Background: an optimization exercise with open tools, aiming at a short achievable clock period and few clock cycles. Do not read the settings as production practice.
In this exercise RTL edits were held to simulation tests only and were not proved equivalent to the original.
Power and IR drop assume default switching activity.

--- design/flow/config.mk ---
export PLATFORM = sky130hd
export DESIGN_NAME = ww_top
export DESIGN_NICKNAME = ww_top
export VERILOG_FILES = /design/flow/design.v
export SDC_FILE = /design/flow/constraint.sdc
export NUM_CORES = 4
export LEC_CHECK = 0
export CAP_MARGIN = 20
export CORE_MARGIN = 2
export CORE_UTILIZATION = 40
export SLEW_MARGIN = 20
--- design/flow/constraint.sdc ---
create_clock -name core_clock -period 7.0 [get_ports {clk}]
set_input_delay 1.4000 -clock core_clock [delete_from_list [all_inputs] [get_ports {clk}]]
set_output_delay 1.4000 -clock core_clock [all_outputs]
set_load 0.01 [all_outputs]
--- design/flow/design.v ---
`timescale 1ns/100ps
package ww_pkg;
	localparam int WORD_W = 16;
	localparam int ADDR_W = 11;
	localparam int OP_W = 5;
	localparam int TP_DIV = 4;		 
	localparam int DIV_W = $clog2(TP_DIV);
	localparam int FF_BASE = 'o3740;
	localparam int FF_WORDS = 5;
	localparam int FF_IDX_W = $clog2(FF_WORDS);
	localparam int TS_BASE = 'o3745;
	localparam int TS_WORDS = 27;
	localparam int TS_IDX_W = $clog2(TS_WORDS);
	localparam int CTRL_ADDR = 0;
	localparam int PANEL_W = 1 + ADDR_W;
	typedef logic [WORD_W-1:0] word_t;	 
	typedef logic [ADDR_W-1:0] addr_t;
	typedef enum logic [OP_W-1:0] {
		OP_TS = 5'o10,
		OP_CP = 5'o16,
		OP_SP = 5'o17,
		OP_CA = 5'o20,
		OP_AD = 5'o22,
		OP_SU = 5'o23
	} opcode_e;
	typedef struct packed {
		opcode_e op;
		addr_t addr;
	} instr_t;
	typedef enum logic [2:0] {TP1, TP2, TP3, TP4, TP5, TP6, TP7, TP8} tp_e;
	typedef struct packed {
		logic pr_load;
		logic pc_inc;
		logic ar_load;
		logic ac_clear;
		logic ac_add;
		logic ac_sub;
		logic st_write;
		logic jump;
		logic addr_sel_pc;	 
	} ctl_t;
	typedef struct packed {
		logic cyc;
		logic stb;
		logic we;
		addr_t adr;
		word_t dat;
	} wb_req_t;
	typedef struct packed {
		logic ack;
		word_t dat;
	} wb_rsp_t;
	typedef struct packed {
		logic run;
		addr_t start_pc;
	} panel_t;
	typedef struct packed {
		logic en;
		addr_t addr;
		word_t dat;
	} host_wr_t;
	typedef struct packed {
		logic running;
		addr_t pc;
		word_t ac;
	} status_t;
	function automatic logic is_ff_addr(addr_t a);
		is_ff_addr = (a >= addr_t'(FF_BASE)) && (a < addr_t'(FF_BASE + FF_WORDS));
	endfunction
	function automatic logic is_ts_addr(addr_t a);
		is_ts_addr = (a >= addr_t'(TS_BASE)) && (int'(a) < TS_BASE + TS_WORDS);
	endfunction
	function automatic logic [FF_IDX_W-1:0] ff_index(addr_t a);
		ff_index = FF_IDX_W'(a - addr_t'(FF_BASE));
	endfunction
	function automatic logic [TS_IDX_W-1:0] ts_index(addr_t a);
		ts_index = TS_IDX_W'(a - addr_t'(TS_BASE));
	endfunction
endpackage
`timescale 1ns/100ps
module ww_switch_regs (
	input logic clk,
	input logic reset,
	input ww_pkg::wb_req_t wb_req,
	output ww_pkg::wb_rsp_t wb_rsp,
	output ww_pkg::panel_t panel,
	output ww_pkg::host_wr_t host_wr,
	input ww_pkg::addr_t ts_addr,
	output ww_pkg::word_t ts_word,
	input ww_pkg::word_t ff_rdata
);
	localparam int PANEL_PAD = ww_pkg::WORD_W - ww_pkg::PANEL_W;
	ww_pkg::word_t ts_mem [ww_pkg::TS_WORDS];	 
	logic ack;
	logic access;
	logic is_ctrl;
	ww_pkg::word_t rd_mux;
	ww_pkg::word_t rd_dat;
	assign access = wb_req.cyc && wb_req.stb && !ack;
	assign is_ctrl = wb_req.adr == ww_pkg::addr_t'(ww_pkg::CTRL_ADDR);
	always_comb begin
		if (is_ctrl) begin
			rd_mux = {{PANEL_PAD{1'b0}}, panel};
		end else if (ww_pkg::is_ts_addr(wb_req.adr)) begin
			rd_mux = ts_mem[ww_pkg::ts_index(wb_req.adr)];
		end else if (ww_pkg::is_ff_addr(wb_req.adr)) begin
			rd_mux = ff_rdata;		 
		end else begin
			rd_mux = '0;
		end
	end
	always_ff @(posedge clk or negedge reset) begin
		if (!reset) begin
			ack <= 1'b0;
			panel <= '0;
			for (int i = 0; i < ww_pkg::TS_WORDS; i++) begin
				ts_mem[i] <= '0;
			end
		end else begin
			ack <= access;
			if (access && wb_req.we) begin
				if (is_ctrl) begin
					panel <= ww_pkg::panel_t'(wb_req.dat[ww_pkg::PANEL_W-1:0]);
				end else if (ww_pkg::is_ts_addr(wb_req.adr)) begin
					ts_mem[ww_pkg::ts_index(wb_req.adr)] <= wb_req.dat;
				end
			end
		end
	end
	always_ff @(posedge clk) begin
		if (access) begin
			rd_dat <= rd_mux;	 
		end
	end
	assign wb_rsp = {ack, rd_dat};
	assign host_wr = {access && wb_req.we && ww_pkg::is_ff_addr(wb_req.adr), wb_req.adr, wb_req.dat};
	assign ts_word = ww_pkg::is_ts_addr(ts_addr) ? ts_mem[ww_pkg::ts_index(ts_addr)] : '0;
endmodule
`timescale 1ns/100ps
module ww_storage (
	input logic clk,
	input logic reset,
	input ww_pkg::ctl_t ctl,
	input ww_pkg::addr_t pc,
	input ww_pkg::instr_t instr,
	input ww_pkg::word_t ac,
	input ww_pkg::host_wr_t host_wr,
	input ww_pkg::addr_t host_addr,
	output ww_pkg::word_t ff_rdata,
	output ww_pkg::addr_t ts_addr,
	input ww_pkg::word_t ts_word,
	output ww_pkg::word_t st_word
);
	ww_pkg::word_t ff_mem [ww_pkg::FF_WORDS];	 
	ww_pkg::addr_t st_addr;
	logic st_is_ff;
	logic [ww_pkg::FF_IDX_W-1:0] st_idx;
	logic host_hit;
	assign st_addr = ctl.addr_sel_pc ? pc : instr.addr;
	assign st_is_ff = ww_pkg::is_ff_addr(st_addr);
	assign st_idx = ww_pkg::ff_index(st_addr);
	assign ts_addr = st_addr;
	assign st_word = st_is_ff ? ff_mem[st_idx] : ts_word;
	assign ff_rdata = ww_pkg::is_ff_addr(host_addr) ? ff_mem[ww_pkg::ff_index(host_addr)] : '0;
	assign host_hit = host_wr.en && (host_wr.addr == st_addr);
	always_ff @(posedge clk or negedge reset) begin
		if (!reset) begin
			for (int i = 0; i < ww_pkg::FF_WORDS; i++) begin
				ff_mem[i] <= '0;
			end
		end else begin
			if (ctl.st_write && st_is_ff) begin
				ff_mem[st_idx] <= ac;		 
			end
			if (host_wr.en) begin
				ff_mem[ww_pkg::ff_index(host_wr.addr)] <= host_wr.dat;	 
			end
		end
	end
endmodule
`timescale 1ns/100ps
module ww_control (
	input logic clk,
	input logic reset,
	input ww_pkg::panel_t panel,
	input ww_pkg::instr_t instr,
	input logic ac_neg,
	input ww_pkg::addr_t pc,
	output ww_pkg::ctl_t ctl,
	output logic running
);
	logic [ww_pkg::DIV_W-1:0] div_cnt;	 
	ww_pkg::tp_e tp;			 
	logic run_q;
	logic start;
	logic strobe;
	logic arith_op;
	logic halt;
	assign start = panel.run && !run_q;
	assign strobe = running && panel.run && (div_cnt == ww_pkg::DIV_W'(ww_pkg::TP_DIV - 1));
	assign halt = ctl.jump && (instr.addr == ww_pkg::addr_t'(pc - 1'b1));
	assign arith_op = (instr.op == ww_pkg::OP_CA) || (instr.op == ww_pkg::OP_AD) || (instr.op == ww_pkg::OP_SU);
	always_ff @(posedge clk or negedge reset) begin
		if (!reset) begin
			run_q <= 1'b0;
			running <= 1'b0;
			div_cnt <= '0;
			tp <= ww_pkg::TP1;
		end else begin
			run_q <= panel.run;
			if (start) begin
				running <= 1'b1;
				div_cnt <= '0;
				tp <= ww_pkg::TP1;
			end else if (!panel.run) begin
				running <= 1'b0;	 
			end else if (running) begin
				if (strobe) begin
					if (halt) begin
						running <= 1'b0;
					end
					div_cnt <= '0;
					tp <= ww_pkg::tp_e'(tp + 3'd1);	 
				end else begin
					div_cnt <= div_cnt + 1'b1;
				end
			end
		end
	end
	always_comb begin
		ctl = '0;
		ctl.addr_sel_pc = (tp == ww_pkg::TP1) || (tp == ww_pkg::TP2) || (tp == ww_pkg::TP3) || (tp == ww_pkg::TP4);
		if (strobe) begin
			case (tp)
				ww_pkg::TP2: ctl.pr_load = 1'b1;
				ww_pkg::TP3: ctl.pc_inc = 1'b1;
				ww_pkg::TP6: begin
					ctl.ar_load = arith_op;
					ctl.ac_clear = instr.op == ww_pkg::OP_CA;
				end
				ww_pkg::TP7: begin
					ctl.ac_add = (instr.op == ww_pkg::OP_CA) || (instr.op == ww_pkg::OP_AD);
					ctl.ac_sub = instr.op == ww_pkg::OP_SU;
					ctl.st_write = instr.op == ww_pkg::OP_TS;
					ctl.jump = (instr.op == ww_pkg::OP_SP) || ((instr.op == ww_pkg::OP_CP) && ac_neg);
				end
				default: ;
			endcase
		end
	end
endmodule
`timescale 1ns/100ps
module ww_program (
	input logic clk,
	input logic reset,
	input ww_pkg::panel_t panel,
	input ww_pkg::ctl_t ctl,
	input ww_pkg::word_t st_word,
	output ww_pkg::instr_t instr,
	output ww_pkg::addr_t pc
);
	logic run_q;
	logic start;
	assign start = panel.run && !run_q;
	always_ff @(posedge clk or negedge reset) begin
		if (!reset) begin
			run_q <= 1'b0;
			pc <= '0;
		end else begin
			run_q <= panel.run;
			if (start) begin
				pc <= panel.start_pc;
			end else if (ctl.jump) begin
				pc <= instr.addr;	 
			end else if (ctl.pc_inc) begin
				pc <= pc + 1'b1;
			end
		end
	end
	always_ff @(posedge clk or negedge reset) begin
		if (!reset) begin
			instr <= '0;
		end else if (ctl.pr_load) begin
			instr <= ww_pkg::instr_t'(st_word);
		end
	end
endmodule
`timescale 1ns/100ps
module ww_arith (
	input logic clk,
	input logic reset,
	input ww_pkg::ctl_t ctl,
	input ww_pkg::word_t st_word,
	output ww_pkg::word_t ac,
	output logic ac_neg
);
	ww_pkg::word_t ar;			 
	ww_pkg::word_t operand;
	logic [ww_pkg::WORD_W:0] raw_sum;
	ww_pkg::word_t oc_sum;
	assign operand = ctl.ac_sub ? ~ar : ar;
	assign raw_sum = {1'b0, ac} + {1'b0, operand};
	assign oc_sum = raw_sum[ww_pkg::WORD_W-1:0] + ww_pkg::word_t'(raw_sum[ww_pkg::WORD_W]);
	assign ac_neg = ac[ww_pkg::WORD_W-1];
	always_ff @(posedge clk or negedge reset) begin
		if (!reset) begin
			ar <= '0;
		end else if (ctl.ar_load) begin
			ar <= st_word;
		end
	end
	always_ff @(posedge clk or negedge reset) begin
		if (!reset) begin
			ac <= '0;
		end else if (ctl.ac_clear) begin
			ac <= '0;
		end else if (ctl.ac_add || ctl.ac_sub) begin
			ac <= oc_sum;
		end
	end
endmodule
`timescale 1ns/100ps
module ww_top (
	input logic clk,
	input logic reset,
	input logic wb_cyc_i,
	input logic wb_stb_i,
	input logic wb_we_i,
	input logic [10:0] wb_adr_i,
	input logic [15:0] wb_dat_i,
	output logic wb_ack_o,
	output logic [15:0] wb_dat_o,
	output logic status_running,
	output logic [10:0] status_pc,
	output logic [15:0] status_ac
);
	ww_pkg::wb_req_t wb_req;
	ww_pkg::wb_rsp_t wb_rsp;
	ww_pkg::status_t status;
	assign wb_req = {wb_cyc_i, wb_stb_i, wb_we_i, wb_adr_i, wb_dat_i};
	assign {wb_ack_o, wb_dat_o} = wb_rsp;
	assign {status_running, status_pc, status_ac} = status;
	ww_pkg::panel_t panel;
	ww_pkg::host_wr_t host_wr;
	ww_pkg::addr_t ts_addr;
	ww_pkg::word_t ts_word;
	ww_pkg::word_t ff_rdata;
	ww_pkg::ctl_t ctl;
	ww_pkg::instr_t instr;
	ww_pkg::addr_t pc;
	ww_pkg::word_t st_word;
	ww_pkg::word_t ac;
	logic ac_neg;
	logic running;
	ww_switch_regs ww_switch_regs_i (
		.clk(clk),
		.reset(reset),
		.wb_req(wb_req),
		.wb_rsp(wb_rsp),
		.panel(panel),
		.host_wr(host_wr),
		.ts_addr(ts_addr),
		.ts_word(ts_word),
		.ff_rdata(ff_rdata)
	);
	ww_storage ww_storage_i (
		.clk(clk),
		.reset(reset),
		.ctl(ctl),
		.pc(pc),
		.instr(instr),
		.ac(ac),
		.host_wr(host_wr),
		.host_addr(wb_req.adr),		 
		.ff_rdata(ff_rdata),
		.ts_addr(ts_addr),
		.ts_word(ts_word),
		.st_word(st_word)
	);
	ww_control ww_control_i (
		.clk(clk),
		.reset(reset),
		.panel(panel),
		.instr(instr),
		.ac_neg(ac_neg),
		.pc(pc),
		.ctl(ctl),
		.running(running)
	);
	ww_program ww_program_i (
		.clk(clk),
		.reset(reset),
		.panel(panel),
		.ctl(ctl),
		.st_word(st_word),
		.instr(instr),
		.pc(pc)
	);
	ww_arith ww_arith_i (
		.clk(clk),
		.reset(reset),
		.ctl(ctl),
		.st_word(st_word),
		.ac(ac),
		.ac_neg(ac_neg)
	);
	assign status = {running, pc, ac};
endmodule
--- design/flow/run.sh ---
#!/bin/bash
# synth_recipe.tcl (not shown) runs the flow's synth.tcl, then flattens the netlist and writes it again
# the make line also repeats each setting of config.mk as NAME=value (left out here)
make -C /OpenROAD-flow-scripts/flow DESIGN_CONFIG=/design/flow/config.mk WORK_HOME=/design/flow/orfs CLKGATE_MAP_FILE= SYNTH_SCRIPT=/design/flow/synth_recipe.tcl finish
==> notes.md <==
cell families after synthesis:
kind of cell / Yosys count
muxes: 599
buffers and inverters: 275
AOI/OAI and AO/OA: 809
xor gates and xnor gates: 67
and+or+nand+nor: 688
DFF: 607
adders and majority gates: 30
placed cells by master (no fill, tap or decap), drive strengths merged, types with 49 or more instances in the layout:
| cell | count |
|---|---|
| nand4 | 49 |
| nor2 | 162 |
| nand3 | 72 |
| a22oi | 230 |
| nand2 | 251 |
| xnor2 | 51 |
| a21oi | 91 |
| o21ai | 145 |
| clkbuf | 100 |
| clkdlybuf4s50 | 75 |
| mux2 | 472 |
| buf | 150 |
| dfrtp | 591 |
| mux2i | 126 |
worst max-delay path, delay by kind of cell, from the launching register on:
family	cells	cell delay, ns
XOR/XNOR	2	0.39
flip-flops	1	0.38
AO/OA/AOI/OAI	6	1.12
AND/OR/NAND/NOR	12	3.26
buffers and inverters	1	0.06
adder cells (fa/ha/maj)	4	0.93
state kept, by name, summed over array words and instances (netlist names):
register / cells
ww_program_i.pc: 11
ww_control_i.tp: 3
ww_switch_regs_i.panel: 12
ww_control_i.running: 1
ww_switch_regs_i.ack: 1
ww_arith_i.ac: 16
ww_arith_i.ar: 16
ww_switch_regs_i.ts_mem: 432
ww_switch_regs_i.rd_dat: 16
ww_program_i.run_q: 1
ww_control_i.div_cnt: 2
ww_program_i.instr: 16
ww_storage_i.ff_mem: 80
routing by layer:
layer	up-vias	track usage [%]	share of wire [%]
met4	14	22.7	7.6
li1	11800	-	-
met3	755	13.7	14
met1	15100	47.4	38
met2	2460	53.8	41
met5	-	0	0.061
final timing paths:
check / to / slack [ns] / cells after the start
min in group asynchronous: ww_switch_regs_i.ts_mem[26][1]$_DFFE_PN0P_ / 0.82 / 1
max reg2reg: ww_arith_i.ac[12]$_DFFE_PN0P_ / 0.72 / 25
max in group asynchronous: ww_storage_i.ff_mem[1][14]$_DFF_PN0_ / 4.55 / 2
min: ww_program_i.pc[0]$_DFFE_PN0P_ / 0.53 / 2
min reg2reg: ww_program_i.pc[0]$_DFFE_PN0P_ / 0.53 / 2
max: ww_arith_i.ac[12]$_DFFE_PN0P_ / 0.72 / 25
timing repair:
item                                    4_1_cts  5_1_grt
endpoints found under the setup margin        0        2
hold buffers                                  0        0
resized for setup                             0        1
Yosys cell counts, drive strengths merged (7+ instances only):
cell	instances	share of area, %
dfrtp	591	44
mux2	472	16
nand2	251	2.9
a22oi	230	5.2
nor2	162	1.9
clkbuf	160	1.8
o21ai	145	2.2
mux2i	126	3.8
buf	94	1.6
a21oi	91	1.4
nand3	72	1.2
xnor2	51	1.3
nand4	49	0.92
a22o	43	1.1
a221oi	41	1.1
a31oi	34	0.64
ha	29	1.1
nor3	29	0.50
a222oi	28	0.84
and3	27	0.51
a211oi	25	0.56
o22ai	24	0.45
inv	21	0.24
and2	16	0.30
edfxtp	16	1.4
xor2	16	0.42
o221ai	14	0.37
a2111oi	13	0.46
o211ai	13	0.29
a221o	12	0.36
a32oi	12	0.32
nor4	12	0.24
o22a	12	0.32
nand3b	11	0.25
or3	10	0.19
o2111ai	9	0.24
a21o	8	0.18
a32o	8	0.24
and4	8	0.22
nand2b	7	0.13
nand4b	7	0.18
o31ai	7	0.16
stage by stage:
stage	util, %	power (mW)	cells	setup WS (ns)
floorplan	-	3.73	3075	1.19
global placement	43.3	3.98	4116	0.789
detailed placement	43.4	3.98	4117	0.632
CTS	46.4	7.95	4253	0.614
global route	46.4	8.13	4253	0.192
finish	46.4	7.94	4258	0.720
power groups by stage:
stage	registers, mW	clock network (mW)	logic (mW)
3_3_place_gp	3.60	0	0.372
5_1_grt	3.54	4.19	0.401
2_1_floorplan	3.60	0	0.132
6_report	3.54	4.00	0.392
4_1_cts	3.54	4.03	0.376
3_5_place_dp	3.60	0	0.375
layout make-up:
type                    count  area, sq um  share of cell area [%]
repair buffers            226         1940                    5.10
diodes                      5         12.5                  0.0328
inverters                  21         78.8                   0.207
multi-input cells        2193        17000                    44.6
well taps                1070         1340                    3.51
flip-flops and latches    607        15300                    40.1
clock buffers             100         2070                    5.43
clock inverters            36          410                    1.08
==> results.py <==
metrics = {
    "grt": {
        "overflow": 0,
        "grt_usage_pct": 37.2,
        "antenna_found_initial": 14,
        "grt_max_degree": 176,
        "grt_pass1_wl_microns": 226000,
        "grt_pass1_vias": 29300,
    },
    "run": {
        "drv_cap": 0,
    },
    "sta": {
        "maxSlewHeadroom_pct": 15.9,
        "finalCriticalPeriod_ns": 6.28,
        "hold_viol_final": 0,
        "slew_violations": 0,
        "tightestPinTransition_ns": 1.26,
        "skew_ns": 0.0263,
        "totalNegativeSetupSlack_ns": 0,
        "whs_ns": 0.534,
        "finalSetupViolCount": 0,
        "fmax_mhz": 159,
        "rsz0062_at_grt": "false",
        "period_share_pct": 89.7,
    },
    "place": {
        "port_buffers": 76,
        "hpwl_microns": 107000,
        "place_area_sq_um": 35600,
        "routabilityCongestion": 1.01,
    },
    "power": {
        "p_int_mw": 5.96,
        "p_sw_mw": 1.97,
        "leakage_nw": 17.2,
        "ir_drop_v": 0.000156,
        "clkPwrFrac_pct": 50.4,
        "seqPwrFrac_pct": 44.6,
        "power_density_nw_per_um2": 208,
        "combPwrFrac_pct": 4.9,
        "p_sw_share_pct": 24.9,
    },
    "route": {
        "viasPerCell": 7.08,
        "vias": 30200,
        "drtIter0Drc": 5268,
        "drcViolationCount": 0,
        "ant_nets": 0,
        "routedWlPerCell_microns": 38.0,
        "finalWirelength_microns": 162000,
        "dr.pass1.iters": 9,
    },
    "synthesis": {
        "yosysWarnings": 7,
        "async_flop_share_pct": 97.4,
        "syn-mean-instance-area_sq_um": 10.8,
        "synth.distinct_cells": 92,
        "synth_edf_count": 16,
        "synth_compound_area_share_pct": 17.5,
        "syn_area_sq_um": 33200,
        "ys_seq_area_share_pct": 45.9,
        "syn-num-nets": 3137,
        "ys_ff_latch": 607,
        "syn_inst": 3075,
        "synth_simple_gate_area_share_pct": 10.0,
        "yosys_most_used_dff": "dfrtp_1",
        "yosys-mux-area-fraction_pct": 19.9,
        "synth-xor-area-share_pct": 1.77,
        "synth_top_family_by_area": "multiplexers",
        "synthAdderAreaFrac_pct": 1.15,
    },
    "floorplan": {
        "die_w_microns": 292,
        "initial_core_util_pct": 40.5,
        "coreArea_sq_um": 82100,
        "rows": 105,
        "ios": 77,
        "dieArea_sq_um": 85400,
        "die_y_microns": 292,
    },
    "critical_path": {
        "critPathCaptureType": "flip-flop",
        "critPathLaunch": "ww_control_i.div_cnt[0]$_DFFE_PN0P_",
        "critPathMaxFanout": 8,
        "slowest_stage": "nor4b_2",
        "worstPathRequired_ns": 7.53,
        "worstSetupStartpointType": "flip-flop",
        "worstSetupPathType": "flip-flop to flip-flop",
        "r2r_start": "ww_control_i.div_cnt[0]$_DFFE_PN0P_",
        "cpPeakStageDelay_ns": 0.45,
        "critPathArrivalTime_ns": 6.81,
    },
    "clocking": {
        "clk_pin_slew_ns": 0.06,
        "cts.htree.levels": 3,
        "tritoncts": "done",
        "cts_sinks": 607,
        "cts_setup_buffers": 0,
        "clockBufferDepth": 3,
        "clk_latency_ns": 0.65,
        "cts_root_buffer": "clkbuf_16",
        "numCtsBuffers": 74,
    },
    "status": {
        "run_status": "timing/DRC/antenna clean",
    },
    "cells_and_area": {
        "nets": 3185,
        "final_area_sq_um": 38100,
        "area_delta_synth_final_pct": 14.7,
        "fillers": 7509,
        "drive_gt1_share_pct": 25.7,
    },
    "min_path": {
        "hold_path_class": "flip-flop to flip-flop",
        "min-delay-start": "ww_switch_regs_i.panel[0]$_DFFE_PN0P_",
    },
}
Testbench counts, summed over its fixed seeds: cycles 844,128.

-- what the ideal ports hide --
No port has a modelled driver above. Below, the same layout with a new extraction and two added sets of constraints. Step 1 (the two cells are an assumption about what drives the block):
set clk [get_ports {clk}]
set_driving_cell -lib_cell sky130_fd_sc_hd__clkbuf_16 $clk
set_driving_cell -lib_cell sky130_fd_sc_hd__buf_2 [delete_from_list [all_inputs] $clk]
Step 2, shift: input delay + t, output delay - t, t = (earliest + latest rising clock arrival at the registers) / 2. This alone moves slack from input paths to output paths. Slacks: no drivers / after step 1 / after step 2; pairs: no drivers / after step 1.
t, ns: 0.712
setup WS [ns]: 0.720 / 0.720 / 0.720
worst slew at a driven data input, ns: 0.10
pins driven straight from the clock port: 1
After both steps setup and hold are still met in this run. The setup slack of this run moves by 0.000 ns with the drivers and by 0.000 ns with both steps.
